From an optimization exercise on the open Yosys and OpenROAD flow, aimed at small area, a short achievable clock period and few clock cycles; shortcuts taken in it are not production practice. RTL that was checked went through simulation tests only; none was proved equivalent to the original. No functional check of the RTL was part of runs 2, 4 and 5. The clock input has no modelled driver; a real chip could not lean on it and would need a root buffer or a full tree. No activity file was given, so power comes from the tool's default toggle rates.

===== flow/flow/run.sh =====
#!/bin/bash
set -euo pipefail
bash standard.sh SETUP_SLACK_MARGIN=7.0 "BUFFER_PORTS_ARGS=-buffer_cell sky130_fd_sc_hd__buf_1" \
  "CTS_ARGS=-sink_clustering_enable -repair_clock_nets -dont_use_dummy_load -root_buf sky130_fd_sc_hd__clkbuf_16 -buf_list sky130_fd_sc_hd__clkbuf_8 -sink_clustering_size 16 -sink_clustering_max_diameter 60" \
  finish > make_finish.log 2>&1

===== flow/standard.sh =====
#!/bin/bash
# synth_recipe.tcl (not shown) runs the flow's synth.tcl, then flattens the netlist and writes it again
# the make line also repeats each setting of config.mk as NAME=value (left out here)
make -C /OpenROAD-flow-scripts/flow DESIGN_CONFIG=/design/flow/config.mk WORK_HOME=/design/flow/orfs CLKGATE_MAP_FILE= SYNTH_SCRIPT=/design/flow/synth_recipe.tcl "${@:-finish}"

===== flow/config.mk =====
export PLATFORM = sky130hd
export DESIGN_NAME = tandem_motif_repeat_detector
export DESIGN_NICKNAME = tandem_motif_repeat_detector
export VERILOG_FILES = /design/flow/design.v
export SDC_FILE = /design/flow/constraint.sdc
export NUM_CORES = 4
export LEC_CHECK = 0
export CAP_MARGIN = 20
export CORE_MARGIN = 2
export CORE_UTILIZATION = 70
export SLEW_MARGIN = 20

===== flow/constraint.sdc =====
create_clock -name core_clock -period 10.0 [get_ports {aclk}]
set_input_delay 2.0000 -clock core_clock [delete_from_list [all_inputs] [get_ports {aclk}]]
set_output_delay 2.0000 -clock core_clock [all_outputs]
set_load 0.01 [all_outputs]

===== flow/design.v =====
`timescale 1ns / 1ps
package tmr_pkg;
    localparam int MOTIF_CHARS = 16;
    localparam int BASE_W = 8;
    localparam int LEN_W = 5;
    localparam int RUN_W = 8;
    localparam int SKIP_W = 4;
    localparam int CFG_IDX_W = 2;
    localparam int CFG_DATA_W = 64;
    localparam logic [CFG_IDX_W-1:0] REG_MOTIF_LOW = 2'd0;
    localparam logic [CFG_IDX_W-1:0] REG_MOTIF_HIGH = 2'd1;
    localparam logic [CFG_IDX_W-1:0] REG_MOTIF_LENGTH = 2'd2;
    localparam logic [CFG_IDX_W-1:0] REG_MIN_REPEATS = 2'd3;
    localparam logic [BASE_W-1:0] CHAR_A = 8'h41;
    localparam logic [BASE_W-1:0] CHAR_C = 8'h43;
    localparam logic [BASE_W-1:0] CHAR_G = 8'h47;
    localparam logic [BASE_W-1:0] CHAR_T = 8'h54;
endpackage
`timescale 1ns / 1ps
module tmr_cfg_regs (
    input  logic                                                   aclk,
    input  logic                                                   aresetn,
    input  logic                                                   cfg_valid,
    output logic                                                   cfg_ready,
    input  logic [tmr_pkg::CFG_IDX_W-1:0]                          cfg_index,
    input  logic [tmr_pkg::CFG_DATA_W-1:0]                         cfg_data,
    output logic [tmr_pkg::MOTIF_CHARS-1:0][tmr_pkg::BASE_W-1:0]   motif,
    output logic [tmr_pkg::SKIP_W-1:0]                             len_m1,
    output logic [tmr_pkg::RUN_W-1:0]                              min_rep_m1,
    output logic                                                   min_rep_is1,
    output logic                                                   cfg_ok
);
    logic [tmr_pkg::CFG_DATA_W-1:0] motif_low_reg;
    logic [tmr_pkg::CFG_DATA_W-1:0] motif_high_reg;
    logic [tmr_pkg::SKIP_W-1:0]     len_m1_reg;    
    logic                           len_ok_reg;    
    logic [tmr_pkg::RUN_W-1:0]      min_rep_m1_reg;    
    assign cfg_ready = 1'b1;
    logic [tmr_pkg::CFG_DATA_W-1:0] wdata;
    logic                           we_low;
    logic                           we_high;
    assign wdata   = aresetn ? cfg_data : '0;
    assign we_low  = !aresetn || (cfg_valid && (cfg_index == tmr_pkg::REG_MOTIF_LOW));
    assign we_high = !aresetn || (cfg_valid && (cfg_index == tmr_pkg::REG_MOTIF_HIGH));
    always_ff @(posedge aclk) begin
        if (we_low) begin
            motif_low_reg <= wdata;
        end
        if (we_high) begin
            motif_high_reg <= wdata;
        end
    end
    always_ff @(posedge aclk) begin
        if (!aresetn) begin
            len_m1_reg  <= '1;
            len_ok_reg  <= 1'b0;
            min_rep_m1_reg <= '0;
        end else if (cfg_valid) begin
            case (cfg_index)
                tmr_pkg::REG_MOTIF_LENGTH: begin
                    len_m1_reg <= cfg_data[tmr_pkg::SKIP_W-1:0] - 1'b1;
                    len_ok_reg <= (cfg_data[tmr_pkg::LEN_W-1:0] != '0) &&
                                  (cfg_data[tmr_pkg::LEN_W-1:0] <= tmr_pkg::LEN_W'(16));
                end
                tmr_pkg::REG_MIN_REPEATS:  min_rep_m1_reg <= cfg_data[tmr_pkg::RUN_W-1:0] - 1'b1;
                default: begin
                end
            endcase
        end
    end
    assign motif   = {motif_high_reg, motif_low_reg};
    assign len_m1  = len_m1_reg;
    assign min_rep_m1  = min_rep_m1_reg;
    assign min_rep_is1 = (min_rep_m1_reg == '0);
    assign cfg_ok  = len_ok_reg && (min_rep_m1_reg != '1);
endmodule
`timescale 1ns / 1ps
module tmr_scan_ctr (
    input  logic                          aclk,
    input  logic                          step,       
    input  logic                          restart,    
    input  logic [tmr_pkg::SKIP_W-1:0]    len_m1,
    input  logic [tmr_pkg::RUN_W-1:0]     min_rep_m1,
    input  logic                          min_rep_is1,
    input  logic                          match,      
    output logic                          hit
);
    logic [tmr_pkg::SKIP_W-1:0] skip_reg;
    logic [tmr_pkg::RUN_W-1:0]  run_reg;
    logic                       idle;        
    assign idle = restart || (skip_reg == '0);
    assign hit  = idle && match && (restart ? min_rep_is1 : (run_reg == min_rep_m1));
    always_ff @(posedge aclk) begin
        if (step) begin
            if (!idle) begin
                skip_reg <= skip_reg - 1'b1;
            end else begin
                skip_reg <= match ? len_m1 : '0;
                run_reg  <= match ? (restart ? tmr_pkg::RUN_W'(1) : run_reg + 1'b1) : '0;
            end
        end
    end
endmodule
`timescale 1ns / 1ps
module tmr_window (
    input  logic                                                   aclk,
    input  logic                                                   accept,
    input  logic                                                   restart,
    input  logic [tmr_pkg::BASE_W-1:0]                             base,
    input  logic [tmr_pkg::MOTIF_CHARS-1:0][tmr_pkg::BASE_W-1:0]   motif,
    input  logic [tmr_pkg::SKIP_W-1:0]                             len_m1,
    output logic                                                   fwd_match,
    output logic                                                   rev_match
);
    localparam int N = tmr_pkg::MOTIF_CHARS;
    logic [N-1:0] fwd_reg;
    logic [N-1:0] rev_reg;
    logic [N-1:0] fwd_next;
    logic [N-1:0] rev_next;
    logic [N-1:0] eq;
    logic [N-1:0] eqc;
    logic [N-1:0] rev_start;
    logic         is_at;
    logic         is_nuc;
    logic         is_cg;
    logic [7:0]   base_c;
    assign is_at  = (base == tmr_pkg::CHAR_A) || (base == tmr_pkg::CHAR_T);
    assign is_cg  = (base == tmr_pkg::CHAR_C) || (base == tmr_pkg::CHAR_G);
    assign is_nuc = is_at || is_cg;
    assign base_c = base ^ {3'b000, is_at, 1'b0, is_nuc, 1'b0, is_at};
    always_comb begin
        logic [tmr_pkg::BASE_W-1:0] d;
        logic                       z;
        for (int k = 0; k < N; k++) begin
            d      = base ^ motif[k];
            z      = !(d[7] || d[6] || d[5] || d[3] || d[1]);
            eq[k]  = z && !d[4] && !d[2] && !d[0];
            eqc[k] = z && ((!d[4] && !d[2] && !d[0] && !is_nuc) ||
                           (d[4] && d[2] && d[0] && is_at) ||
                           (!d[4] && d[2] && !d[0] && is_cg));
            rev_start[k] = (len_m1 <= 4'(k));
        end
        for (int k = 0; k < N; k++) begin
            fwd_next[k] = eq[k] && ((k == 0) || (!restart && fwd_reg[(k == 0) ? 0 : k - 1]));
            rev_next[k] = eqc[k] && (rev_start[k] || (!restart && rev_reg[(k == N - 1) ? k : k + 1]));
        end
    end
    always_ff @(posedge aclk) begin
        if (accept) begin
            fwd_reg <= fwd_next;
            rev_reg <= rev_next;
        end
    end
    assign fwd_match = fwd_reg[len_m1];
    assign rev_match = rev_reg[0];
endmodule
`timescale 1ns / 1ps
module tandem_motif_repeat_detector (
    input  logic                              aclk,
    input  logic                              aresetn,
    input  logic                              s_tvalid,
    output logic                              s_tready,
    input  logic [7:0]                        s_tdata,    
    input  logic [1:0]                        s_tuser,    
    input  logic                              s_tlast,    
    output logic                              m_tvalid,
    input  logic                              m_tready,
    output logic [7:0]                        m_tdata,    
    output logic [0:0]                        m_tuser,    
    input  logic                              cfg_valid,
    output logic                              cfg_ready,
    input  logic [tmr_pkg::CFG_IDX_W-1:0]     cfg_index,
    input  logic [tmr_pkg::CFG_DATA_W-1:0]    cfg_data
);
    logic [tmr_pkg::MOTIF_CHARS-1:0][tmr_pkg::BASE_W-1:0] motif;
    logic [tmr_pkg::SKIP_W-1:0] len_m1;
    logic [tmr_pkg::RUN_W-1:0]  min_rep_m1;
    logic                       min_rep_is1;
    logic                       cfg_ok;
    logic accept;
    logic ready_reg;
    logic                       in_valid_reg;
    logic [tmr_pkg::BASE_W-1:0] in_base_reg;
    logic                       in_first_reg;
    logic                       in_last_reg;
    logic                       in_region_reg;
    logic                       in_restart;
    logic                       after_last_reg;    
    logic                       fwd_match;
    logic                       rev_match;
    logic scan_valid_reg;
    logic scan_restart_reg;
    logic scan_last_reg;
    logic scan_region_reg;
    logic found_reg;
    logic found_next;
    logic fwd_hit;
    logic rev_hit;
    logic push;
    logic out_valid_reg;
    logic out_found_reg;
    logic out_region_reg;
    logic spare_valid_reg;
    logic spare_found_reg;
    logic spare_region_reg;
    logic pop;
    logic head_valid;
    logic head_found;
    logic head_region;
    logic [1:0] queued_next;
    tmr_cfg_regs u_cfg (
        .aclk      (aclk),
        .aresetn   (aresetn),
        .cfg_valid (cfg_valid),
        .cfg_ready (cfg_ready),
        .cfg_index (cfg_index),
        .cfg_data  (cfg_data),
        .motif     (motif),
        .len_m1    (len_m1),
        .min_rep_m1  (min_rep_m1),
        .min_rep_is1 (min_rep_is1),
        .cfg_ok    (cfg_ok)
    );
    assign s_tready = ready_reg;
    assign accept   = s_tvalid && ready_reg;
    always_ff @(posedge aclk) begin
        if (!aresetn) begin
            in_valid_reg <= 1'b0;
        end else begin
            in_valid_reg <= accept;
        end
    end
    always_ff @(posedge aclk) begin
        in_base_reg   <= s_tdata;
        in_first_reg  <= s_tuser[1];
        in_last_reg   <= s_tlast;
        in_region_reg <= s_tuser[0];
    end
    assign in_restart = in_first_reg || after_last_reg;
    always_ff @(posedge aclk) begin
        if (!aresetn) begin
            after_last_reg <= 1'b1;
        end else if (in_valid_reg) begin
            after_last_reg <= in_last_reg;
        end
    end
    tmr_window u_window (
        .aclk      (aclk),
        .accept    (in_valid_reg),
        .restart   (in_restart),
        .base      (in_base_reg),
        .motif     (motif),
        .len_m1    (len_m1),
        .fwd_match (fwd_match),
        .rev_match (rev_match)
    );
    always_ff @(posedge aclk) begin
        if (!aresetn) begin
            scan_valid_reg <= 1'b0;
        end else begin
            scan_valid_reg <= in_valid_reg;
        end
    end
    always_ff @(posedge aclk) begin
        scan_restart_reg <= in_restart;
        scan_last_reg    <= in_last_reg;
        scan_region_reg  <= in_region_reg;
    end
    tmr_scan_ctr u_fwd_scan (
        .aclk    (aclk),
        .step    (scan_valid_reg),
        .restart (scan_restart_reg),
        .len_m1  (len_m1),
        .min_rep_m1  (min_rep_m1),
        .min_rep_is1 (min_rep_is1),
        .match   (fwd_match && cfg_ok),
        .hit     (fwd_hit)
    );
    tmr_scan_ctr u_rev_scan (
        .aclk    (aclk),
        .step    (scan_valid_reg),
        .restart (scan_restart_reg),
        .len_m1  (len_m1),
        .min_rep_m1  (min_rep_m1),
        .min_rep_is1 (min_rep_is1),
        .match   (rev_match && cfg_ok),
        .hit     (rev_hit)
    );
    assign found_next = (found_reg && !scan_restart_reg) || fwd_hit || rev_hit;
    always_ff @(posedge aclk) begin
        if (scan_valid_reg) begin
            found_reg <= found_next;
        end
    end
    assign push = scan_valid_reg && scan_last_reg;
    assign pop         = out_valid_reg && m_tready;
    assign head_valid  = pop ? spare_valid_reg  : out_valid_reg;
    assign head_found  = pop ? spare_found_reg  : out_found_reg;
    assign head_region = pop ? spare_region_reg : out_region_reg;
    always_ff @(posedge aclk) begin
        if (!aresetn) begin
            out_valid_reg   <= 1'b0;
            spare_valid_reg <= 1'b0;
        end else begin
            out_valid_reg   <= head_valid || push;
            spare_valid_reg <= (pop ? 1'b0 : spare_valid_reg) || (push && head_valid);
        end
    end
    always_ff @(posedge aclk) begin
        if (!head_valid) begin
            out_found_reg  <= found_next;
            out_region_reg <= scan_region_reg;
        end else begin
            out_found_reg  <= head_found;
            out_region_reg <= head_region;
        end
        if (push && head_valid) begin
            spare_found_reg  <= found_next;
            spare_region_reg <= scan_region_reg;
        end
    end
    assign queued_next = 2'(head_valid) + 2'(push) + 2'(!pop && spare_valid_reg);
    always_ff @(posedge aclk) begin
        if (!aresetn) begin
            ready_reg <= 1'b1;
        end else begin
            ready_reg <= (3'(queued_next) + 3'(accept && s_tlast) +
                          3'(in_valid_reg && in_last_reg)) <= 3'd1;
        end
    end
    assign m_tvalid   = out_valid_reg;
    assign m_tdata    = {7'd0, out_found_reg};
    assign m_tuser[0] = out_region_reg;
endmodule

==> run_results.csv, run 1 <==
group,metric,value,unit
floorplanning,start_util,72.14,%
layout,drive_above_1_share,6.596,%
floorplanning,die_x,126.6,um
layout,fillCellCount,935,
logic_synthesis,synth_seq_area_share,60.20,%
layout,area_growth,7.264,%
routing,vias,6642,
clocking,clock_latency,0.47,ns
logic_synthesis,synthSimpleGateAreaFrac,14.87,%
routing,dr_wl_met3,1290,um
routing,routed.top_layer,"met4",
logic_synthesis,yosysWarnings,4,
worst_setup_path,path_class,"reg -> out",
routing,finalWirelength,20730,um
logic_synthesis,ys.flop_type,"edfxtp_1",
logic_synthesis,synth_compound_area_share,6.170,%
timing,tightest_slew,0.9997,ns
pwr,p_switching,0.0004217,W
routing,firstDrtPassIters,5,
timing,slew_headroom,33.11,%
routing,vias_per_cell,5.909,
worst_setup_path,cpPeakStageDelay,0.35,ns
pwr,p_int,0.001351,W
min_path,hp-class,"reg -> reg",
clocking,cts_buffers,18,
worst_setup_path,crit_slowest_cell,"dfxtp_2",
worst_setup_path,worst_setup_path_start_kind,"register",
grt,grt_max_degree,74,
timing,fin_crit_sh,29.39,%
worst_setup_path,cp_num_buf_inv,1,
clocking,h-tree-depth,1,
timing,rsz0062_at_grt,"false",
routing,wl_met1,8706,um
logic_synthesis,async_reset_ff_share,0,%
timing,setup_ws,7.061,ns
pwr,switching_share,23.79,%
worst_setup_path,cp_max_fo,3,
pwr,vdd_ir_drop_max,0.0001175,V
layout,fin_nets,1031,
logic_synthesis,synth_cells,868,
floorplanning,core_area,14590,um^2
layout,ff_latch_area,6340,um^2
grt,grt.overflow.total,0,
grt,grt.total_usage,26.35,%
pwr,p_seq_share,62.7,%
worst_setup_path,critPathRequiredTime,8.00,ns
worst_setup_path,worstPathCellList,"clkbuf_2",
timing,fin_crit,2.939,ns
floorplanning,fp.dieArea,16030,um^2
routing,wl_per_cell,18.45,um
timing,setup_viol,0,
job,drv_cap,0,
clocking,clock-root-buffer,"clkbuf_16",
placed_design,dp_hpwl,14450,um
logic_synthesis,synthMuxAreaShare,1.046,%
routing,met2_length,10350,um
clocking,cts_buffer_depth,3,
clocking,tritoncts,"built",
clocking,clock-sinks,222,
logic_synthesis,synth-seq-cells,222,
layout,multi_input_area,3950,um^2
worst_setup_path,r2r_slack,7.27,ns
layout,post-route-util,77.38,%
logic_synthesis,synth_adder_area_share,0.9035,%
logic_synthesis,synth_top_family_by_area,"simple AND/OR/NAND/NOR gates",
pwr,power.leakage,3.857,nW
timing,drv_slew,0,
layout,final_cell_mix,"edfxtp_1, xnor2_1, buf_1, xor2_1, and2_1",
clocking,clkTransAtPathRegs,0.09,ns
timing,setup_tns,0,ns
layout,layout_commonest_cell,"edfxtp_1",
placed_design,gp_congestion,0.8835,
logic_synthesis,avgSynthCellArea,12.13,um^2
layout,n_antenna_cell,0,
timing,fmax,340.3,MHz
grt,grt_pass1_wl,33450,um
floorplanning,rows,44,
grt,grt_pass1_vias,6779,
pwr,p_clk_share,25.7,%
timing,finalHoldViolations,0,
grt,antenna_found_initial,0,
worst_setup_path,critPathArrivalTime,0.94,ns
clocking,cts_hold_buf,0,
logic_synthesis,syn_area,10530,um^2
logic_synthesis,synth_xor_area_share,13.81,%
routing,dr.first_iter.drc_count,543,
floorplanning,chipHeight,126.6,um
worst_setup_path,path_delay_family,"flip-flops",
pwr,comb_power_share,11.6,%
routing,drc_errors,0,
logic_synthesis,synth_edf_count,189,
pwr,p_per_area,157.0,nW/um^2
placed_design,portBuffers,85,
timing,finClkSkew,0.03581,ns
floorplanning,io_pins,94,
routing,ant_nets,0,
outcome,status,"complete, no violations",
logic_synthesis,netlist-cell-type-count,51,
worst_setup_path,cp-end-kind,"output port",
placed_design,preCtsSetupSlack,6.321,ns
[what timing repair did]
item	CTS	global route
setup buffers	0	0
endpoints found under the setup margin	134	17
pin swaps	0	0
gates resized for setup	6	6
cloned	0	0
[metrics by stage]
| stage | hold WS, ns | total power [W] | cell area [um^2] | instances |
|---|---|---|---|---|
| finish | 0.3317 | 0.001773 | 11290 | 1124 |
| CTS | 0.3372 | 0.001782 | 11280 | 1124 |
| detailed placement | 0.3143 | 0.001338 | 10980 | 1106 |
| global placement | 0.3114 | 0.001326 | 10980 | 1106 |
| floorplan | 0.3096 | 0.001280 | 10590 | 874 |
| global route | 0.3456 | 0.001841 | 11290 | 1124 |
[final timing paths]
kind / from / end / cells past startpoint
max: ready_reg / s_tready / 1
min: in_region_reg / scan_region_reg / 0
max reg2reg: in_base_reg[6] / u_window.rev_reg[7] / 6
min reg2reg: in_region_reg / scan_region_reg / 0
[synthesized netlist by cell type (3+ instances only)]
master | n | area, um^2
nor3_1 | 49 | 245.2
o21bai_1 | 6 | 45.04
a21oi_1 | 14 | 70.07
mux2_2 | 8 | 90.09
buf_2 | 9 | 45.04
edfxtp_1 | 189 | 5675
nand2b_1 | 4 | 25.02
o211ai_1 | 4 | 30.03
a2bb2o_1 | 4 | 40.04
a22oi_1 | 12 | 90.09
and3_1 | 12 | 75.07
xor2_1 | 75 | 656.9
o22ai_1 | 11 | 68.82
dfxtp_1 | 33 | 660.6
nor2_1 | 52 | 195.2
or2_2 | 5 | 31.28
nand3_1 | 36 | 180.2
clkbuf_1 | 21 | 78.83
nor3b_1 | 3 | 22.52
buf_1 | 6 | 22.52
nor4_1 | 8 | 50.05
ha_1 | 6 | 75.07
inv_1 | 15 | 56.30
nand4_1 | 11 | 68.82
buf_4 | 11 | 82.58
and2_1 | 66 | 412.9
o21ai_0 | 12 | 60.06
nand2_1 | 52 | 195.2
xnor2_1 | 91 | 797.0
a211oi_1 | 15 | 112.6
[area by class of cell]
type / instances / share of cell area (%)
timing repair buffer: 97 / 3.824
inverter: 15 / 0.4987
sequential: 222 / 56.16
tap: 184 / 2.039
clock buffer: 18 / 2.494
multi-input combinational: 588 / 34.99
[worst register-to-register path, stage by stage (launching register included)]
cell and delay [ns]:
dfxtp_1 0.33, buf_4 0.29, or4b_4 0.56, a211oi_2 0.49, nor2_1 0.40, a22oi_1 0.27, a211oi_1 0.08
[power groups by stage]
stage	clock [W]	sequential (W)	combinational, W
final	0.000455	0.00111	0.000206
after global routing	0.000494	0.00112	0.000229
after CTS	0.000464	0.00111	0.000207
after detailed placement	0	0.00113	0.000204
after global placement	0	0.00113	0.000196
after floorplan	0	0.00112	0.000158
[per-layer routing]
layer  vias up  GRT usage (%)
met5         -              0
met4         0          5.882
met3        34          4.344
met2       222          45.99
met1      3171          35.17
li1       3215              -
[cell families after synthesis]
logic type	Yosys count
other cells	2
fa+ha+maj	7
flops	222
mux	10
simple gates	305
xor+xnor	166
compound gates	92
buf+inv	64
Testbench counts, summed over its fixed seeds: cycles 41,687.
==> run 2: changes to the inputs <==
--- a/flow/design.v
+++ b/flow/design.v
@@ -179,12 +179,7 @@
     logic                       cfg_ok;
     logic accept;
     logic ready_reg;
-    logic                       in_valid_reg;
-    logic [tmr_pkg::BASE_W-1:0] in_base_reg;
-    logic                       in_first_reg;
-    logic                       in_last_reg;
-    logic                       in_region_reg;
-    logic                       in_restart;
+    logic                       restart;
     logic                       after_last_reg;    
     logic                       fwd_match;
     logic                       rev_match;
@@ -223,32 +218,19 @@
     );
     assign s_tready = ready_reg;
     assign accept   = s_tvalid && ready_reg;
-    always_ff @(posedge aclk) begin
-        if (!aresetn) begin
-            in_valid_reg <= 1'b0;
-        end else begin
-            in_valid_reg <= accept;
-        end
-    end
-    always_ff @(posedge aclk) begin
-        in_base_reg   <= s_tdata;
-        in_first_reg  <= s_tuser[1];
-        in_last_reg   <= s_tlast;
-        in_region_reg <= s_tuser[0];
-    end
-    assign in_restart = in_first_reg || after_last_reg;
+    assign restart = s_tuser[1] || after_last_reg;
     always_ff @(posedge aclk) begin
         if (!aresetn) begin
             after_last_reg <= 1'b1;
-        end else if (in_valid_reg) begin
-            after_last_reg <= in_last_reg;
+        end else if (accept) begin
+            after_last_reg <= s_tlast;
         end
     end
     tmr_window u_window (
         .aclk      (aclk),
-        .accept    (in_valid_reg),
-        .restart   (in_restart),
-        .base      (in_base_reg),
+        .accept    (accept),
+        .restart   (restart),
+        .base      (s_tdata),
         .motif     (motif),
         .len_m1    (len_m1),
         .fwd_match (fwd_match),
@@ -258,13 +240,13 @@
         if (!aresetn) begin
             scan_valid_reg <= 1'b0;
         end else begin
-            scan_valid_reg <= in_valid_reg;
+            scan_valid_reg <= accept;
         end
     end
     always_ff @(posedge aclk) begin
-        scan_restart_reg <= in_restart;
-        scan_last_reg    <= in_last_reg;
-        scan_region_reg  <= in_region_reg;
+        scan_restart_reg <= restart;
+        scan_last_reg    <= s_tlast;
+        scan_region_reg  <= s_tuser[0];
     end
     tmr_scan_ctr u_fwd_scan (
         .aclk    (aclk),
@@ -324,8 +306,7 @@
         if (!aresetn) begin
             ready_reg <= 1'b1;
         end else begin
-            ready_reg <= (3'(queued_next) + 3'(accept && s_tlast) +
-                          3'(in_valid_reg && in_last_reg)) <= 3'd1;
+            ready_reg <= (3'(queued_next) + 3'(accept && s_tlast)) <= 3'd1;
         end
     end
     assign m_tvalid   = out_valid_reg;
==> run 2 against run 1 <==
Hold slack gained 0.12 ns; via count grew 4.7%; routed wire length grew 11%; combinational power grew 29%; core utilization grew 4.9 points; first-iteration DRC count shrank 3.7%; clock power shrank 3%; critical path type is now in -> reg; critical endpoint is now u_window.rev_reg[7].
==> run_results.csv, run 2 <==
group,metric,value,unit
outcome,status,"complete, no violations",
worst_setup_path,worst_setup_path_start_kind,"input pin",
timing,setup_viol,0,
layout,drive_above_1_share,16.60,%
grt,grt_pass1_wl,36400,um
grt,busiest_layer,"met2",
worst_setup_path,critPathCapture,"u_window.rev_reg[7]",
pwr,power.leakage,4.101,nW
job,drv_cap,0,
placed_design,portBuffers,85,
layout,fin_nets,1037,
placed_design,gp_congestion,0.8870,
placed_design,preCtsSetupSlack,5.575,ns
timing,tightest_slew,0.8186,ns
grt,grt_max_degree,65,
timing,finalHoldViolations,0,
grt,use_met1,39.06,%
timing,fin_crit_sh,35.29,%
timing,drv_slew,0,
logic_synthesis,yosysTopAreaCell,"edfxtp_1",
worst_setup_path,crit_start,"s_tdata[3]",
floorplanning,io_pins,94,
logic_synthesis,ys.flop_type,"edfxtp_1",
grt,met2_usage,48.21,%
grt,grt.total_usage,29.48,%
layout,multi_input_area,4397,um^2
worst_setup_path,path_class,"in -> reg",
clocking,clock-root-buffer,"clkbuf_16",
layout,area_growth,15.36,%
layout,n_antenna_cell,0,
timing,rsz0062_at_grt,"true",
logic_synthesis,synth_seq_area_share,59.26,%
worst_setup_path,reg2reg_depth,5,
min_path,hp-class,"reg -> reg",
logic_synthesis,synth_edf_count,189,
floorplanning,fp.dieArea,15680,um^2
timing,fin_crit,3.529,ns
placed_design,dp_hpwl,14720,um
timing,setup_ws,6.471,ns
logic_synthesis,netlist-cell-type-count,51,
routing,firstDrtPassIters,5,
clocking,cts_buffers,17,
worst_setup_path,timing.rr.start,"u_cfg.len_m1_reg[1]",
worst_setup_path,critPathRequiredTime,10.20,ns
routing,drc_errors,0,
routing,wl_per_cell,20.42,um
routing,vias_per_cell,6.153,
grt,grt_pass1_vias,7099,
routing,ant_nets,0,
floorplanning,rows,44,
layout,post-route-util,82.28,%
clocking,clock-sinks,210,
logic_synthesis,yosysWarnings,4,
worst_setup_path,critPathArrivalTime,3.73,ns
clocking,clock_latency,0.47,ns
routing,dr.first_iter.drc_count,523,
timing,fmax,283.3,MHz
routing,finalWirelength,23080,um
logic_synthesis,syn_area,10290,um^2
grt,grt.overflow.total,0,
timing,finClkSkew,0.02341,ns
clocking,tritoncts,"built",
pwr,p_per_area,149.7,nW/um^2
timing,setup_tns,0,ns
min_path,hp-start,"scan_region_reg",
worst_setup_path,worstReg2RegEnd,"out_found_reg",
worst_setup_path,cp-end-kind,"register",
clocking,clkTransAtPathRegs,0.11,ns
routing,vias,6953,
timing,slew_headroom,45.35,%
logic_synthesis,synth-seq-cells,210,
worst_setup_path,cp_max_fo,8,
floorplanning,die_x,125.2,um
logic_synthesis,synth.top_cell.area_share,55.17,%
layout,final_cell_mix,"edfxtp_1, xor2_1, buf_1, xnor2_1, and2_1",
grt,antenna_found_initial,0,
clocking,h-tree-depth,1,
clocking,cts_hold_buf,0,
floorplanning,start_util,71.32,%
floorplanning,chipHeight,125.2,um
pwr,vdd_ir_drop_max,0.0001459,V
floorplanning,core_area,14420,um^2
logic_synthesis,synthTopCellsByArea,"edfxtp_1, xor2_1, xnor2_1",
layout,fillCellCount,795,
logic_synthesis,synth_cells,852,
layout,layout_commonest_cell,"edfxtp_1",
logic_synthesis,synth.most_common_cell,"edfxtp_1",
logic_synthesis,ys_top_cells_by_count,"edfxtp_1, xor2_1, xnor2_1",
layout,ff_latch_area,6100,um^2
logic_synthesis,async_reset_ff_share,0,%
grt,grt.met3_usage,6.033,%
logic_synthesis,avgSynthCellArea,12.07,um^2
worst_setup_path,r2r_slack,7.34,ns
clocking,cts_buffer_depth,3,
## run 2: cell count changes in the layout (fill, tap and decap cells not counted), moves of 9 or more
| cell | delta |
|---|---|
| a22oi_2 | +9 |
| buf_12 | +10 |
| dfxtp_1 | -10 |
| nand3_2 | +10 |
| nor3_1 | -26 |
| nor3_2 | +16 |
| xnor2_1 | -24 |
| xor2_1 | +14 |
## run 2: layout make-up
type / count / share of cell area, %
flip-flops and latches: 210 / 51.40
inverters: 16 / 0.6748
multi-input cells: 584 / 37.05
repair buffers: 119 / 6.684
well taps: 184 / 1.940
clock buffers: 17 / 2.256
## run 2: power breakdown
part / internal [W] / total (W) / leakage, nW / switching (W)
Clock: 0.000181 / 0.000441 / 0.138 / 0.000261
Combinational: 0.000113 / 0.000266 / 1.92 / 0.000153
Sequential: 0.00103 / 0.00107 / 2.05 / 0.0000417
## run 2: logic make-up (layout without fill, tap and decap cells)
group | count (synthesis) | in the layout | synth area share, %
AND/OR/NAND/NOR | 302 | 304 | 14.92
flip-flops | 210 | 210 | 59.26
adder cells (fa/ha/maj) | 7 | 7 | 0.9243
AO/OA/AOI/OAI | 92 | 92 | 6.166
buffers and inverters | 66 | 152 | 3.235
other | 2 | 8 | 0.07300
XOR/XNOR | 166 | 166 | 14.13
multiplexers | 7 | 7 | 1.289
## run 2: repair_timing
action / in CTS / in global routing
gates cloned: 3 / 0
buffers inserted: 18 / 3
gates resized for setup: 73 / 52
setup endpoints to repair: 166 / 158
pin swaps: 15 / 19
## run 2: per-stage QoR
step                std cells  hold slack (ns)  total power (W)  area [um^2]
floorplan                 858           0.4081         0.001254        10610
global placement         1089           0.4234         0.001300        10830
detailed placement       1089           0.4235         0.001311        10830
CTS                      1127           0.4542         0.001761        11590
global route             1130           0.4834         0.001844        11870
finish                   1130           0.4555         0.001777        11870
## run 2: per-layer routing
layer  wire, um  vias up
li1           -     3207
met1       9195     3338
met2      11230      343
met3       1780       65
met4        865        0
met5          0        -
## run 2: how the worst min path moves through the flow
stage	endpoint	slack [ns]	depth (start not counted)
after floorplan	spare_region_reg	0.41	0
after global placement	spare_region_reg	0.42	0
after detailed placement	spare_region_reg	0.42	0
after CTS	spare_region_reg	0.45	0
after global routing	spare_region_reg	0.48	0
final	spare_region_reg	0.46	0
## run 2: critical path: stages
cell and delay (ns):
buf_8 0.10, buf_12 0.11, or4b_4 0.57, or3_4 0.42, and2_4 0.23, a22oi_2 0.23
a211oi_2 0.05
==> run 3: changes to the inputs <==
--- a/flow/design.v
+++ b/flow/design.v
@@ -179,7 +179,12 @@
     logic                       cfg_ok;
     logic accept;
     logic ready_reg;
-    logic                       restart;
+    logic                       in_valid_reg;
+    logic [tmr_pkg::BASE_W-1:0] in_base_reg;
+    logic                       in_first_reg;
+    logic                       in_last_reg;
+    logic                       in_region_reg;
+    logic                       in_restart;
     logic                       after_last_reg;    
     logic                       fwd_match;
     logic                       rev_match;
@@ -218,19 +223,32 @@
     );
     assign s_tready = ready_reg;
     assign accept   = s_tvalid && ready_reg;
-    assign restart = s_tuser[1] || after_last_reg;
+    always_ff @(posedge aclk) begin
+        if (!aresetn) begin
+            in_valid_reg <= 1'b0;
+        end else begin
+            in_valid_reg <= accept;
+        end
+    end
+    always_ff @(posedge aclk) begin
+        in_base_reg   <= s_tdata;
+        in_first_reg  <= s_tuser[1];
+        in_last_reg   <= s_tlast;
+        in_region_reg <= s_tuser[0];
+    end
+    assign in_restart = in_first_reg || after_last_reg;
     always_ff @(posedge aclk) begin
         if (!aresetn) begin
             after_last_reg <= 1'b1;
-        end else if (accept) begin
-            after_last_reg <= s_tlast;
+        end else if (in_valid_reg) begin
+            after_last_reg <= in_last_reg;
         end
     end
     tmr_window u_window (
         .aclk      (aclk),
-        .accept    (accept),
-        .restart   (restart),
-        .base      (s_tdata),
+        .accept    (in_valid_reg),
+        .restart   (in_restart),
+        .base      (in_base_reg),
         .motif     (motif),
         .len_m1    (len_m1),
         .fwd_match (fwd_match),
@@ -240,13 +258,13 @@
         if (!aresetn) begin
             scan_valid_reg <= 1'b0;
         end else begin
-            scan_valid_reg <= accept;
+            scan_valid_reg <= in_valid_reg;
         end
     end
     always_ff @(posedge aclk) begin
-        scan_restart_reg <= restart;
-        scan_last_reg    <= s_tlast;
-        scan_region_reg  <= s_tuser[0];
+        scan_restart_reg <= in_restart;
+        scan_last_reg    <= in_last_reg;
+        scan_region_reg  <= in_region_reg;
     end
     tmr_scan_ctr u_fwd_scan (
         .aclk    (aclk),
@@ -306,7 +324,8 @@
         if (!aresetn) begin
             ready_reg <= 1'b1;
         end else begin
-            ready_reg <= (3'(queued_next) + 3'(accept && s_tlast)) <= 3'd1;
+            ready_reg <= (3'(queued_next) + 3'(accept && s_tlast) +
+                          3'(in_valid_reg && in_last_reg)) <= 3'd1;
         end
     end
     assign m_tvalid   = out_valid_reg;
==> flow/flow/run.sh (replaced) <==
#!/bin/bash
# Standard layout (the standard.sh) with:
#  - repair_timing aiming for a setup slack of 7 ns at the 10 ns clock;
#  - buf_1 as the port buffer (repair upsizes it where timing needs);
#  - CTS with clkbuf_8 leaves of at most 16 sinks and no dummy loads;
#  - the clock tree's root buffer removed after CTS, so the clock port
#    drives the tree's first level (2 clock buffers) directly.
set -euo pipefail
KNOBS=(SETUP_SLACK_MARGIN=7.0
  "BUFFER_PORTS_ARGS=-buffer_cell sky130_fd_sc_hd__buf_1"
  "CTS_ARGS=-sink_clustering_enable -repair_clock_nets -dont_use_dummy_load -root_buf sky130_fd_sc_hd__clkbuf_16 -buf_list sky130_fd_sc_hd__clkbuf_8 -sink_clustering_size 16 -sink_clustering_max_diameter 60")
bash standard.sh "${KNOBS[@]}" cts > make_cts.log 2>&1
RESULTS=$PWD/orfs/results/$FLOW_PLATFORM/tandem_motif_repeat_detector/base \
  openroad -no_init -exit flow/drop_clock_root.tcl > drop_clock_root.log 2>&1
bash standard.sh "${KNOBS[@]}" finish > make_finish.log 2>&1
==> flow/flow/drop_clock_root.tcl (new file) <==
proc drop_clock_root {} {
  set block [ord::get_db_block]
  set clknet [$block findNet aclk]
  set roots {}
  foreach it [$clknet getITerms] { lappend roots [$it getInst] }
  if {[llength $roots] != 1} { puts "drop_clock_root: port drives [llength $roots] pins, nothing done"; return }
  set root [lindex $roots 0]
  if {![string match "*clkbuf*" [[$root getMaster] getName]]} { puts "drop_clock_root: root is not a clock buffer"; return }
  set outnet ""
  foreach it [$root getITerms] { if {[[$it getMTerm] getName] eq "X"} { set outnet [$it getNet] } }
  set loads {}
  foreach it [$outnet getITerms] { if {[$it getInst] ne $root} { lappend loads $it } }
  if {[llength $loads] > 4} { puts "drop_clock_root: root drives [llength $loads] pins, nothing done"; return }
  foreach it $loads { $it disconnect; $it connect $clknet }
  odb::dbInst_destroy $root
  odb::dbNet_destroy $outnet
  puts "drop_clock_root: port now drives [llength $loads] clock buffers"
}

set results $::env(RESULTS)
read_db $results/4_cts.odb
drop_clock_root
write_db $results/4_cts.odb
==> run 3 against run 2 <==
Still clean on timing, DRC and antenna; non-clock buffer count down 22; synthesized area up 2.3%; synthesized cell count up 1.9%; register-to-register slack worse by 0.06 ns; combinational power down 22%; clock power down 2%; via count down 4.4%; critical path depth down 1; critical endpoint is now ready_reg; largest cell class unchanged; largest power group unchanged.
==> run_results.csv, run 3 <==
group,metric,value,unit
timing,tightest_slew,0.9999,ns
floorplanning,start_util,72.14,%
layout,final_cell_mix,"edfxtp_1, xnor2_1, buf_1, xor2_1, and2_1",
worst_setup_path,worst_setup_path_start_kind,"input pin",
placed_design,preCtsSetupSlack,6.321,ns
grt,grt_pass1_vias,6772,
worst_setup_path,crit_slowest_cell,"fa_1",
min_path,hp-start,"in_region_reg",
timing,setup_viol,0,
worst_setup_path,path_class,"in -> reg",
placed_design,dp_hpwl,14450,um
worst_setup_path,cp_max_fo,2,
worst_setup_path,reg2reg_depth,6,
logic_synthesis,avgSynthCellArea,12.13,um^2
grt,grt_max_degree,74,
layout,fin_nets,1030,
min_path,hold_end,"scan_region_reg",
timing,finalHoldViolations,0,
clocking,cts_hold_buf,0,
layout,drive_above_1_share,6.177,%
timing,drv_slew,0,
timing,fmax,330.9,MHz
worst_setup_path,r2r_slack,7.28,ns
timing,fin_crit_sh,30.22,%
worst_setup_path,timing.rr.start,"in_base_reg[6]",
logic_synthesis,ys.flop_type,"edfxtp_1",
logic_synthesis,netlist-cell-type-count,51,
min_path,hp-class,"reg -> reg",
logic_synthesis,yosysWarnings,4,
logic_synthesis,synth_edf_count,189,
timing,fin_crit,3.022,ns
logic_synthesis,synth-seq-cells,222,
logic_synthesis,synth_seq_area_share,60.20,%
routing,firstDrtPassIters,7,
clocking,clock-sinks,222,
timing,finClkSkew,0.02935,ns
floorplanning,chipHeight,126.6,um
grt,grt.total_usage,26.18,%
timing,setup_ws,6.978,ns
worst_setup_path,worstPathCellList,"buf_1 > a21boi_2 > fa_1 > ha_1 > a311o_1 > nand2_1",
routing,ant_nets,0,
clocking,clkTransAtPathRegs,0.10,ns
outcome,status,"complete, no violations",
logic_synthesis,ys_top_cells_by_count,"edfxtp_1, xnor2_1, xor2_1",
worst_setup_path,cp_num_buf_inv,1,
clocking,cts_setup_buffers,0,
floorplanning,core_area,14590,um^2
layout,layout_commonest_cell,"edfxtp_1",
logic_synthesis,synth.top_cell.area_share,53.92,%
routing,vias_per_cell,5.921,
grt,antenna_found_initial,0,
logic_synthesis,yosysTopAreaCell,"edfxtp_1",
routing,dr.first_iter.drc_count,554,
pwr,p_per_area,155.1,nW/um^2
logic_synthesis,syn_area,10530,um^2
routing,vias,6649,
clocking,clock_latency,0.34,ns
grt,grt.overflow.total,0,
worst_setup_path,path_delay_family,"adder cells",
worst_setup_path,worstReg2RegEnd,"u_window.rev_reg[7]",
worst_setup_path,critPathRequiredTime,10.28,ns
routing,finalWirelength,20740,um
floorplanning,io_pins,94,
worst_setup_path,critPathArrivalTime,3.30,ns
timing,rsz0062_at_grt,"true",
logic_synthesis,synth.most_common_cell,"edfxtp_1",
worst_setup_path,cpPeakStageDelay,0.42,ns
floorplanning,fp.dieArea,16030,um^2
worst_setup_path,cp-end-kind,"register",
pwr,power.leakage,3.847,nW
logic_synthesis,async_reset_ff_share,0,%
layout,stdcell_area,11270,um^2
timing,slew_headroom,33.09,%
layout,n_antenna_cell,0,
pwr,vdd_ir_drop_max,0.0001178,V
placed_design,portBuffers,85,
job,drv_cap,0,
floorplanning,die_x,126.6,um
logic_synthesis,synth_cells,868,
routing,wl_per_cell,18.47,um
placed_design,placed_area,10980,um^2
timing,setup_tns,0,ns
logic_synthesis,synthTopCellsByArea,"edfxtp_1, xnor2_1, dfxtp_1",
grt,grt_pass1_wl,33390,um
pwr,power,0.001748,W
layout,fillCellCount,935,
placed_design,gp_congestion,0.8835,
min_path,whs_path_depth,0,
layout,area_growth,7.085,%
floorplanning,rows,44,
routing,drc_errors,0,
## run 3: cell types whose count changed after synthesis, moves of 8 or more
| cell | delta |
|---|---|
| nor3_1 | +9 |
| dfxtp_1 | +12 |
| xor2_1 | -19 |
| mux2_2 | +8 |
| xnor2_1 | +19 |
## run 3: worst max-delay path by stage
stage | cells past startpoint | end | start | slack, ns
after floorplan | 2 | u_cfg.motif_high_reg[0] | cfg_index[1] | 6.35
after global placement | 4 | u_cfg.motif_high_reg[32] | aresetn | 6.36
after detailed placement | 4 | u_cfg.motif_low_reg[40] | aresetn | 6.32
after CTS | 1 | s_tready | ready_reg | 7.00
after global routing | 7 | ready_reg | m_tready | 6.89
final | 6 | ready_reg | m_tready | 6.98
## run 3: cell type report
type	instances	area (um^2)	share of cell area (%)
Inverter	15	56.30	0.4996
Clock buffer	17	256.5	2.276
Tap cell	184	230.2	2.043
Timing Repair Buffer	97	440.4	3.908
Sequential cell	222	6337	56.23
Multi-Input combinational cell	588	3950	35.05
## run 3: worst reg2reg max path: stages (launching register included)
cell      delay, ns
dfxtp_1        0.33
buf_4          0.29
or4b_4         0.56
a211oi_2       0.49
nor2_1         0.40
a22oi_1        0.27
a211oi_1       0.08
## run 3: layer usage
layer  global-route usage, %  share of wire, %
met4                   5.495               2.0
met3                   3.838               5.9
met1                   35.17                42
met5                       0                 0
met2                   45.99                50
## run 3: logic make-up (layout without fill, tap and decap cells)
kind of cell	after synthesis	in the layout	synth area share (%)
simple gates	305	305	14.87
flops	222	222	60.20
xor+xnor	166	166	13.81
compound gates	92	92	6.170
buf+inv	64	129	2.924
mux	10	10	1.046
fa+ha+maj	7	7	0.9035
other cells	2	8	0.07135
## run 3: what timing repair did
action,CTS,global route
resized for setup,6,5
endpoints found under the setup margin,134,151
pin swaps,0,0
## run 3: through the flow
stage	util, %	hold slack [ns]	std cells
after CTS	77.32	0.3372	1124
after global routing	77.26	0.3456	1123
after detailed placement	75.25	0.3143	1106
final	77.26	0.3316	1123
after floorplan	-	0.3096	874
after global placement	75.25	0.3114	1106
## run 3: report_power, final
part | total, W | leakage [nW] | internal [W] | switching [W]
combinational | 0.000207 | 1.59 | 0.0000881 | 0.000119
sequential | 0.00111 | 2.12 | 0.00107 | 0.0000376
clock | 0.000430 | 0.132 | 0.000172 | 0.000258
Testbench counts of run 3, summed over its fixed seeds: cycles 41,687.
==> run 4: changes to the inputs <==
--- a/flow/design.v
+++ b/flow/design.v
@@ -26,7 +26,7 @@
     input  logic [tmr_pkg::CFG_DATA_W-1:0]                         cfg_data,
     output logic [tmr_pkg::MOTIF_CHARS-1:0][tmr_pkg::BASE_W-1:0]   motif,
     output logic [tmr_pkg::SKIP_W-1:0]                             len_m1,
-    output logic [tmr_pkg::RUN_W-1:0]                              min_rep_m1,
+    output logic [tmr_pkg::RUN_W-1:0]                              min_rep,
     output logic                                                   min_rep_is1,
     output logic                                                   cfg_ok
 );
@@ -34,7 +34,7 @@
     logic [tmr_pkg::CFG_DATA_W-1:0] motif_high_reg;
     logic [tmr_pkg::SKIP_W-1:0]     len_m1_reg;    
     logic                           len_ok_reg;    
-    logic [tmr_pkg::RUN_W-1:0]      min_rep_m1_reg;    
+    logic [tmr_pkg::RUN_W-1:0]      min_rep_reg;
     assign cfg_ready = 1'b1;
     logic [tmr_pkg::CFG_DATA_W-1:0] wdata;
     logic                           we_low;
@@ -54,7 +54,7 @@
         if (!aresetn) begin
             len_m1_reg  <= '1;
             len_ok_reg  <= 1'b0;
-            min_rep_m1_reg <= '0;
+            min_rep_reg <= tmr_pkg::RUN_W'(1);
         end else if (cfg_valid) begin
             case (cfg_index)
                 tmr_pkg::REG_MOTIF_LENGTH: begin
@@ -62,7 +62,7 @@
                     len_ok_reg <= (cfg_data[tmr_pkg::LEN_W-1:0] != '0) &&
                                   (cfg_data[tmr_pkg::LEN_W-1:0] <= tmr_pkg::LEN_W'(16));
                 end
-                tmr_pkg::REG_MIN_REPEATS:  min_rep_m1_reg <= cfg_data[tmr_pkg::RUN_W-1:0] - 1'b1;
+                tmr_pkg::REG_MIN_REPEATS:  min_rep_reg <= cfg_data[tmr_pkg::RUN_W-1:0];
                 default: begin
                 end
             endcase
@@ -70,9 +70,9 @@
     end
     assign motif   = {motif_high_reg, motif_low_reg};
     assign len_m1  = len_m1_reg;
-    assign min_rep_m1  = min_rep_m1_reg;
-    assign min_rep_is1 = (min_rep_m1_reg == '0);
-    assign cfg_ok  = len_ok_reg && (min_rep_m1_reg != '1);
+    assign min_rep     = min_rep_reg;
+    assign min_rep_is1 = (min_rep_reg == tmr_pkg::RUN_W'(1));
+    assign cfg_ok  = len_ok_reg && (min_rep_reg != '0);
 endmodule
 `timescale 1ns / 1ps
 module tmr_scan_ctr (
@@ -80,7 +80,7 @@
     input  logic                          step,       
     input  logic                          restart,    
     input  logic [tmr_pkg::SKIP_W-1:0]    len_m1,
-    input  logic [tmr_pkg::RUN_W-1:0]     min_rep_m1,
+    input  logic [tmr_pkg::RUN_W-1:0]     min_rep,
     input  logic                          min_rep_is1,
     input  logic                          match,      
     output logic                          hit
@@ -88,15 +88,17 @@
     logic [tmr_pkg::SKIP_W-1:0] skip_reg;
     logic [tmr_pkg::RUN_W-1:0]  run_reg;
     logic                       idle;        
+    logic [tmr_pkg::RUN_W-1:0]  run_inc;
     assign idle = restart || (skip_reg == '0);
-    assign hit  = idle && match && (restart ? min_rep_is1 : (run_reg == min_rep_m1));
+    assign run_inc = run_reg + 1'b1;
+    assign hit     = idle && match && (restart ? min_rep_is1 : (run_inc == min_rep));
     always_ff @(posedge aclk) begin
         if (step) begin
             if (!idle) begin
                 skip_reg <= skip_reg - 1'b1;
             end else begin
                 skip_reg <= match ? len_m1 : '0;
-                run_reg  <= match ? (restart ? tmr_pkg::RUN_W'(1) : run_reg + 1'b1) : '0;
+                run_reg  <= match ? (restart ? tmr_pkg::RUN_W'(1) : run_inc) : '0;
             end
         end
     end
@@ -174,7 +176,7 @@
 );
     logic [tmr_pkg::MOTIF_CHARS-1:0][tmr_pkg::BASE_W-1:0] motif;
     logic [tmr_pkg::SKIP_W-1:0] len_m1;
-    logic [tmr_pkg::RUN_W-1:0]  min_rep_m1;
+    logic [tmr_pkg::RUN_W-1:0]  min_rep;
     logic                       min_rep_is1;
     logic                       cfg_ok;
     logic accept;
@@ -207,7 +209,8 @@
     logic head_valid;
     logic head_found;
     logic head_region;
-    logic [1:0] queued_next;
+    logic [2:0] owed;        
+    logic       accept_last;
     tmr_cfg_regs u_cfg (
         .aclk      (aclk),
         .aresetn   (aresetn),
@@ -217,7 +220,7 @@
         .cfg_data  (cfg_data),
         .motif     (motif),
         .len_m1    (len_m1),
-        .min_rep_m1  (min_rep_m1),
+        .min_rep     (min_rep),
         .min_rep_is1 (min_rep_is1),
         .cfg_ok    (cfg_ok)
     );
@@ -271,7 +274,7 @@
         .step    (scan_valid_reg),
         .restart (scan_restart_reg),
         .len_m1  (len_m1),
-        .min_rep_m1  (min_rep_m1),
+        .min_rep     (min_rep),
         .min_rep_is1 (min_rep_is1),
         .match   (fwd_match && cfg_ok),
         .hit     (fwd_hit)
@@ -281,7 +284,7 @@
         .step    (scan_valid_reg),
         .restart (scan_restart_reg),
         .len_m1  (len_m1),
-        .min_rep_m1  (min_rep_m1),
+        .min_rep     (min_rep),
         .min_rep_is1 (min_rep_is1),
         .match   (rev_match && cfg_ok),
         .hit     (rev_hit)
@@ -319,13 +322,16 @@
             spare_region_reg <= scan_region_reg;
         end
     end
-    assign queued_next = 2'(head_valid) + 2'(push) + 2'(!pop && spare_valid_reg);
+    assign owed        = 3'(out_valid_reg) + 3'(spare_valid_reg) + 3'(push) +
+                         3'(in_valid_reg && in_last_reg);
+    assign accept_last = accept && s_tlast;
     always_ff @(posedge aclk) begin
         if (!aresetn) begin
             ready_reg <= 1'b1;
         end else begin
-            ready_reg <= (3'(queued_next) + 3'(accept && s_tlast) +
-                          3'(in_valid_reg && in_last_reg)) <= 3'd1;
+            ready_reg <= (owed == 3'd0) ||
+                         ((owed == 3'd1) && (pop || !accept_last)) ||
+                         ((owed == 3'd2) && pop && !accept_last);
         end
     end
     assign m_tvalid   = out_valid_reg;
==> run 4 against run 3 <==
Still clean; highest routed layer unchanged; critical path type unchanged; register-to-register slack worse by 0.12 ns; global-route usage up 0.85 points; power up 0.36%; via count up 4.1%; clock skew up 0.016 ns; largest power group unchanged; sequential cell count unchanged; cell count up 3.7%; core utilization down 1.4 points.
==> run_results.csv, run 4 <==
group,metric,value,unit
outcome,status,"complete, no violations",
timing,slew_headroom,33.10,%
worst_setup_path,reg2reg_depth,7,
layout,area_growth,6.865,%
worst_setup_path,path_class,"in -> reg",
grt,grt.met3_usage,6.260,%
layout,final_cells,1165,
min_path,hp-start,"in_region_reg",
worst_setup_path,r2r_slack,7.16,ns
logic_synthesis,async_reset_ff_share,0,%
placed_design,preCtsSetupSlack,6.322,ns
floorplanning,die_x,127.7,um
routing,vias,6924,
job,drv_cap,0,
worst_setup_path,cp_num_buf_inv,3,
placed_design,place_inst,1147,
worst_setup_path,worst_setup_path_start_kind,"input pin",
grt,antenna_found_initial,0,
timing,setup_tns,0,ns
min_path,hp-class,"reg -> reg",
pwr,p_clk_share,24.9,%
routing,ant_nets,0,
worst_setup_path,path_delay_family,"buffers and inverters",
placed_design,portBuffers,85,
timing,fin_crit_sh,29.09,%
grt,met2_usage,44.32,%
logic_synthesis,synth_seq_area_share,59.12,%
logic_synthesis,synth_edf_count,189,
pwr,comb_power_share,11.7,%
placed_design,placed_area,11150,um^2
grt,grt_pass1_vias,6991,
floorplanning,core_area,15090,um^2
logic_synthesis,synthTopCellsByArea,"edfxtp_1, xnor2_1, xor2_1",
pwr,p_switching,0.0004223,W
grt,use_met1,37.09,%
logic_synthesis,synth_xor_area_share,13.18,%
pwr,switching_share,24.07,%
timing,fmax,343.8,MHz
worst_setup_path,cpPeakStageDelay,0.32,ns
logic_synthesis,synth.top_cell.area_share,52.96,%
clocking,clock-sinks,222,
pwr,p_seq_share,63.4,%
logic_synthesis,avgSynthCellArea,11.80,um^2
layout,multi_input_area,4099,um^2
layout,fin_nets,1069,
routing,firstDrtPassIters,5,
routing,vias_per_cell,5.943,
pwr,p_int,0.001332,W
min_path,whs_path_depth,0,
logic_synthesis,synth_compound_area_share,6.690,%
layout,stdcell_area,11450,um^2
worst_setup_path,critPathRequiredTime,9.95,ns
worst_setup_path,worstReg2RegEnd,"out_found_reg",
floorplanning,start_util,71.02,%
placed_design,gp_congestion,0.8457,
floorplanning,chipHeight,127.7,um
pwr,p_per_area,153.2,nW/um^2
placed_design,dp_hpwl,15170,um
floorplanning,fp.dieArea,16320,um^2
layout,n_antenna_cell,0,
timing,setup_viol,0,
worst_setup_path,critPathArrivalTime,2.86,ns
timing,whs,0.3337,ns
layout,fillCellCount,1005,
layout,ff_latch_area,6342,um^2
logic_synthesis,synth_top_family_by_area,"simple AND/OR/NAND/NOR gates",
floorplanning,io_pins,94,
logic_synthesis,synth.most_common_cell,"edfxtp_1",
logic_synthesis,synth-seq-cells,222,
grt,grt.overflow.total,0,
pwr,vdd_ir_drop_max,0.0001664,V
logic_synthesis,netlist-cell-type-count,62,
clocking,clkTransAtPathRegs,0.09,ns
worst_setup_path,cp-end-kind,"register",
grt,grt_max_degree,86,
timing,setup_ws,7.091,ns
layout,drive_above_1_share,5.732,%
layout,final_cell_mix,"edfxtp_1, buf_1, xnor2_1, xor2_1, and2_1",
timing,drv_slew,0,
logic_synthesis,yosysWarnings,4,
grt,grt_pass1_wl,34620,um
clocking,cts_hold_buf,0,
worst_setup_path,crit_slowest_cell,"buf_12",
logic_synthesis,synth_cells,908,
timing,rsz0062_at_grt,"false",
min_path,hold_end,"scan_region_reg",
routing,finalWirelength,21760,um
logic_synthesis,ys.flop_type,"edfxtp_1",
routing,wl_per_cell,18.67,um
timing,tightest_slew,0.9895,ns
worst_setup_path,cp_max_fo,64,
logic_synthesis,syn_area,10720,um^2
grt,busiest_layer,"met2",
layout,layout_commonest_cell,"edfxtp_1",
timing,finClkSkew,0.04541,ns
worst_setup_path,timing.rr.start,"u_rev_scan.skip_reg[0]",
logic_synthesis,yosysTopAreaCell,"edfxtp_1",
floorplanning,rows,45,
routing,dr.first_iter.drc_count,536,
logic_synthesis,ys_top_cells_by_count,"edfxtp_1, xnor2_1, xor2_1",
logic_synthesis,synthSimpleGateAreaFrac,15.62,%
worst_setup_path,worstPathCellList,"buf_1 > inv_1 > o21ai_4 > buf_12",
clocking,clock_latency,0.34,ns
pwr,power.leakage,3.967,nW
timing,finalHoldViolations,0,
routing,drc_errors,0,
timing,fin_crit,2.909,ns
grt,grt.total_usage,27.03,%
logic_synthesis,synthMuxAreaShare,1.144,%
logic_synthesis,synth_adder_area_share,1.004,%
[run 4: changes by cell type after synthesis, sizes merged, moves of 6 or more]
cell / previous run / this run
a21oi: 14 / 37
a211oi: 16 / 4
xnor2: 91 / 79
nand2: 52 / 62
a22oi: 12 / 3
nor3: 49 / 40
o21ai: 12 / 21
a21boi: 1 / 9
a31oi: 2 / 10
and3: 12 / 20
nand3: 36 / 44
and2: 66 / 72
o22ai: 12 / 6
[run 4: worst max-delay path by stage]
| stage | start | endpoint | depth (start not counted) |
|---|---|---|---|
| after global placement | aresetn | u_cfg.motif_low_reg[40] | 4 |
| after CTS | out_valid_reg | m_tvalid | 1 |
| final | cfg_index[0] | u_cfg.motif_high_reg[31] | 4 |
| after detailed placement | aresetn | u_cfg.motif_high_reg[44] | 4 |
| after floorplan | cfg_index[1] | u_cfg.motif_high_reg[0] | 2 |
| after global routing | m_tready | out_found_reg | 5 |
[run 4: cell type report]
cell class,count,share of cell area (%)
multi-input combinational,621,35.79
timing repair buffer,98,3.911
sequential,222,55.38
inverter,19,0.6227
clock buffer,17,2.240
tap,188,2.054
[run 4: cell families (layout without fill, tap and decap cells)]
family                   Yosys count  in the layout
AO/OA/AOI/OAI                    113            113
XOR/XNOR                         158            158
adder cells (fa/ha/maj)            8              8
other                              2              8
buffers and inverters             71            134
AND/OR/NAND/NOR                  325            325
flip-flops                       222            222
multiplexers                       9              9
[run 4: routing by layer]
layer  vias to the layer above  part of all wire (%)
li1                       3329                     -
met1                      3326                    43
met2                       233                    48
met3                        36                   7.3
met4                         0                   1.7
met5                         -                     0
[run 4: power by group through the flow]
stage                     Clock [W]  Sequential (W)  Combinational (W)
after floorplan                   0         0.00112           0.000158
after global routing       0.000476         0.00112           0.000226
after CTS                  0.000474         0.00111           0.000204
after global placement            0         0.00113           0.000194
after detailed placement          0         0.00113           0.000202
final                      0.000437         0.00111           0.000205
[run 4: per-stage QoR]
| stage | power, W | utilization, % |
|---|---|---|
| floorplan | 0.001278 | - |
| global placement | 0.001326 | 73.89 |
| detailed placement | 0.001337 | 73.89 |
| CTS | 0.001791 | 75.95 |
| global route | 0.001823 | 75.90 |
| finish | 0.001755 | 75.90 |
[run 4: worst reg2reg max path, stage by stage, from the launching register on]
cell and delay, ns:
edfxtp_1 0.43, inv_1 0.08, ha_1 0.18, nand2b_1 0.06, o21ai_0 0.52, and3_1 0.36
nor4b_1 0.83, o32a_1 0.27
[run 4: repair_timing]
action,CTS,global route
pin swaps,1,0
hold endpoints to repair,0,0
endpoints found under the setup margin,143,130
buffers inserted,1,0
gates resized for setup,8,5
==> run 5: changes to the inputs <==
--- a/flow/flow/run.sh
+++ b/flow/flow/run.sh
@@ -6,7 +6,7 @@
 #  - the clock tree's root buffer removed after CTS, so the clock port
 #    drives the tree's first level (2 clock buffers) directly.
 set -euo pipefail
-KNOBS=(SETUP_SLACK_MARGIN=7.0
+KNOBS=(SETUP_SLACK_MARGIN=7.2
   "BUFFER_PORTS_ARGS=-buffer_cell sky130_fd_sc_hd__buf_1"
   "CTS_ARGS=-sink_clustering_enable -repair_clock_nets -dont_use_dummy_load -root_buf sky130_fd_sc_hd__clkbuf_16 -buf_list sky130_fd_sc_hd__clkbuf_8 -sink_clustering_size 16 -sink_clustering_max_diameter 60")
 bash standard.sh "${KNOBS[@]}" cts > make_cts.log 2>&1
==> run 5 against run 4 <==
Still clean; power grew 0.76%; core utilization increased by 1.1 points; sequential power about the same; critical endpoint is now m_tuser[0]; largest cell class unchanged; highest routed layer unchanged.
==> run_results.csv, run 5 <==
group,metric,value,unit
logic_synthesis,synthMuxAreaShare,1.144,%
placed_design,placed_area,11160,um^2
logic_synthesis,synth.top_cell.area_share,52.96,%
timing,drv_slew,0,
logic_synthesis,async_reset_ff_share,0,%
outcome,status,"complete, no violations",
logic_synthesis,synth_adder_area_share,1.004,%
floorplanning,start_util,71.02,%
routing,drc_errors,0,
grt,grt_max_degree,86,
routing,routed.top_layer,"met4",
grt,antenna_found_initial,0,
layout,final_cell_mix,"edfxtp_1, xnor2_1, buf_1, xor2_1, and2_1",
floorplanning,rows,45,
grt,grt_pass1_wl,34560,um
routing,dr_wl_met3,1306,um
worst_setup_path,cp_max_fo,1,
worst_setup_path,path_class,"reg -> out",
floorplanning,die_x,127.7,um
pwr,vdd_ir_drop_max,0.0001290,V
placed_design,gp_congestion,0.8634,
logic_synthesis,synthTopCellsByArea,"edfxtp_1, xnor2_1, xor2_1",
job,drv_cap,0,
worst_setup_path,critPathRequiredTime,8.00,ns
timing,whs,0.3384,ns
logic_synthesis,netlist-cell-type-count,62,
logic_synthesis,avgSynthCellArea,11.80,um^2
routing,finalWirelength,22590,um
pwr,p_per_area,152.2,nW/um^2
worst_setup_path,worst_setup_path_start_kind,"register",
layout,fin_nets,1078,
logic_synthesis,yosysTopAreaCell,"edfxtp_1",
logic_synthesis,synth_seq_area_share,59.12,%
layout,stdcell_area,11620,um^2
pwr,power.leakage,4.053,nW
clocking,cts_hold_buf,0,
floorplanning,chipHeight,127.7,um
clocking,clock_latency,0.34,ns
logic_synthesis,ys_top_cells_by_count,"edfxtp_1, xnor2_1, xor2_1",
clocking,clkTransAtPathRegs,0.09,ns
worst_setup_path,cpPeakStageDelay,0.40,ns
logic_synthesis,syn_area,10720,um^2
layout,area_growth,8.394,%
placed_design,portBuffers,85,
grt,grt.total_usage,27.01,%
layout,drive_above_1_share,7.201,%
layout,n_antenna_cell,0,
worst_setup_path,path_delay_family,"flip-flops",
timing,tightest_slew,1.066,ns
floorplanning,io_pins,94,
logic_synthesis,synth_cells,908,
timing,setup_viol,0,
min_path,hp-class,"reg -> reg",
timing,slew_headroom,28.66,%
floorplanning,core_area,15090,um^2
routing,met2_length,10890,um
logic_synthesis,synth_top_family_by_area,"simple AND/OR/NAND/NOR gates",
logic_synthesis,synth.most_common_cell,"edfxtp_1",
worst_setup_path,cp-end-kind,"output port",
timing,fmax,348.2,MHz
routing,ant_nets,0,
worst_setup_path,cp_num_buf_inv,1,
logic_synthesis,synth_xor_area_share,13.18,%
worst_setup_path,crit_slowest_cell,"edfxtp_1",
floorplanning,fp.dieArea,16320,um^2
timing,fin_crit,2.872,ns
logic_synthesis,synth_edf_count,189,
worst_setup_path,worstPathCellList,"clkbuf_2",
grt,grt.overflow.total,0,
timing,setup_tns,0,ns
worst_setup_path,critPathArrivalTime,0.87,ns
layout,layout_commonest_cell,"edfxtp_1",
logic_synthesis,synth-seq-cells,222,
logic_synthesis,synthSimpleGateAreaFrac,15.62,%
routing,vias_per_cell,6.045,
clocking,clock-sinks,222,
logic_synthesis,synth_compound_area_share,6.690,%
grt,grt_pass1_vias,7071,
routing,wl_per_cell,19.24,um
routing,dr.first_iter.drc_count,556,
layout,fillCellCount,997,
timing,rsz0062_at_grt,"true",
timing,finalHoldViolations,0,
placed_design,dp_hpwl,15120,um
routing,vias,7097,
logic_synthesis,yosysWarnings,4,
timing,finClkSkew,0.02897,ns
timing,fin_crit_sh,28.72,%
routing,wl_met1,9888,um
routing,firstDrtPassIters,5,
logic_synthesis,ys.flop_type,"edfxtp_1",
==> run 5: cell counts after synthesis <==
No cell type changed its count.
==> run 5: layout make-up <==
type	instances	area, um^2	share of cell area [%]
Multi-Input combinational cell	621	4118	35.45
Clock buffer	17	256.5	2.208
Tap cell	188	235.2	2.025
Sequential cell	222	6344	54.61
Timing Repair Buffer	107	591.8	5.095
Inverter	19	71.32	0.6140
==> run 5: metrics by stage <==
step	cells	setup WS (ns)	utilization, %	power (W)
2_1_floorplan	914	6.347	-	0.001278
3_3_place_gp	1148	6.364	73.99	0.001325
3_5_place_dp	1148	6.331	73.99	0.001336
4_1_cts	1168	7.003	76.29	0.001788
5_1_grt	1174	7.115	76.98	0.001829
6_report	1174	7.128	76.98	0.001768
==> run 5: worst paths after layout <==
check | start | to | slack, ns | cells after the start
setup / recovery | out_region_reg | m_tuser[0] | 7.13 | 1
hold / removal | in_region_reg | scan_region_reg | 0.34 | 0
setup reg to reg | u_cfg.len_m1_reg[3] | out_found_reg | 7.35 | 6
hold reg to reg | in_region_reg | scan_region_reg | 0.34 | 0
==> run 5: timing repair <==
action                                  CTS  global route
gates cloned                              0             4
endpoints found under the setup margin  149           136
pin swaps                                 1             2
buffers inserted                          2             3
resized for setup                        16            15
==> run 5: logic make-up after synthesis <==
group / count (synthesis)
AO/OA/AOI/OAI: 113
XOR/XNOR: 158
multiplexers: 9
adder cells (fa/ha/maj): 8
flip-flops: 222
buffers and inverters: 71
other: 2
AND/OR/NAND/NOR: 325
==> run 5: power by group <==
part / total, W / internal, W / switching, W
combinational: 0.000216 / 0.0000923 / 0.000123
sequential: 0.00111 / 0.00107 / 0.0000383
clock: 0.000441 / 0.000172 / 0.000269
total: 0.00177 / 0.00134 / 0.000430
==> run 5: routing by layer <==
layer | track usage, % | up-vias
li1 | - | 3343
met1 | 37.86 | 3450
met2 | 44.79 | 262
met3 | 3.130 | 42
met4 | 8.985 | 0
met5 | 0 | -

==> what the ideal ports hide <==
The flow's constraints put no driver on any port. The routed layouts listed below were extracted and timed again, unchanged, in two steps. Step 1 sets driving cells, clkbuf_16 on the clock port and buf_2 on the other inputs (assumed; they add their load-dependent delay and slew). Step 2 moves the port delays by t, midway between the first and last clock arrival at a register: inputs arrive t later, outputs are due t later. That takes back most of the time a late clock gives input paths. Slacks: no drivers / after step 1 / after step 2; pairs: no drivers / after step 1.
run	shift t [ns]	slack for setup (ns)	worst slew at a driven data input, ns
run 1	0.499	7.061 / 7.018 / 6.623	0.04
run 2	0.504	6.471 / 6.476 / 5.973	0.05
run 3	0.376	6.978 / 7.012 / 6.636	0.04
run 4	0.371	7.091 / 7.093 / 6.752	0.04
run 5	0.387	7.128 / 7.070 / 6.809	0.04
After both steps every run listed still meets setup and hold. The setup slack of run 2, which loses most, moves by +0.005 ns with the drivers and by -0.498 ns with both steps.
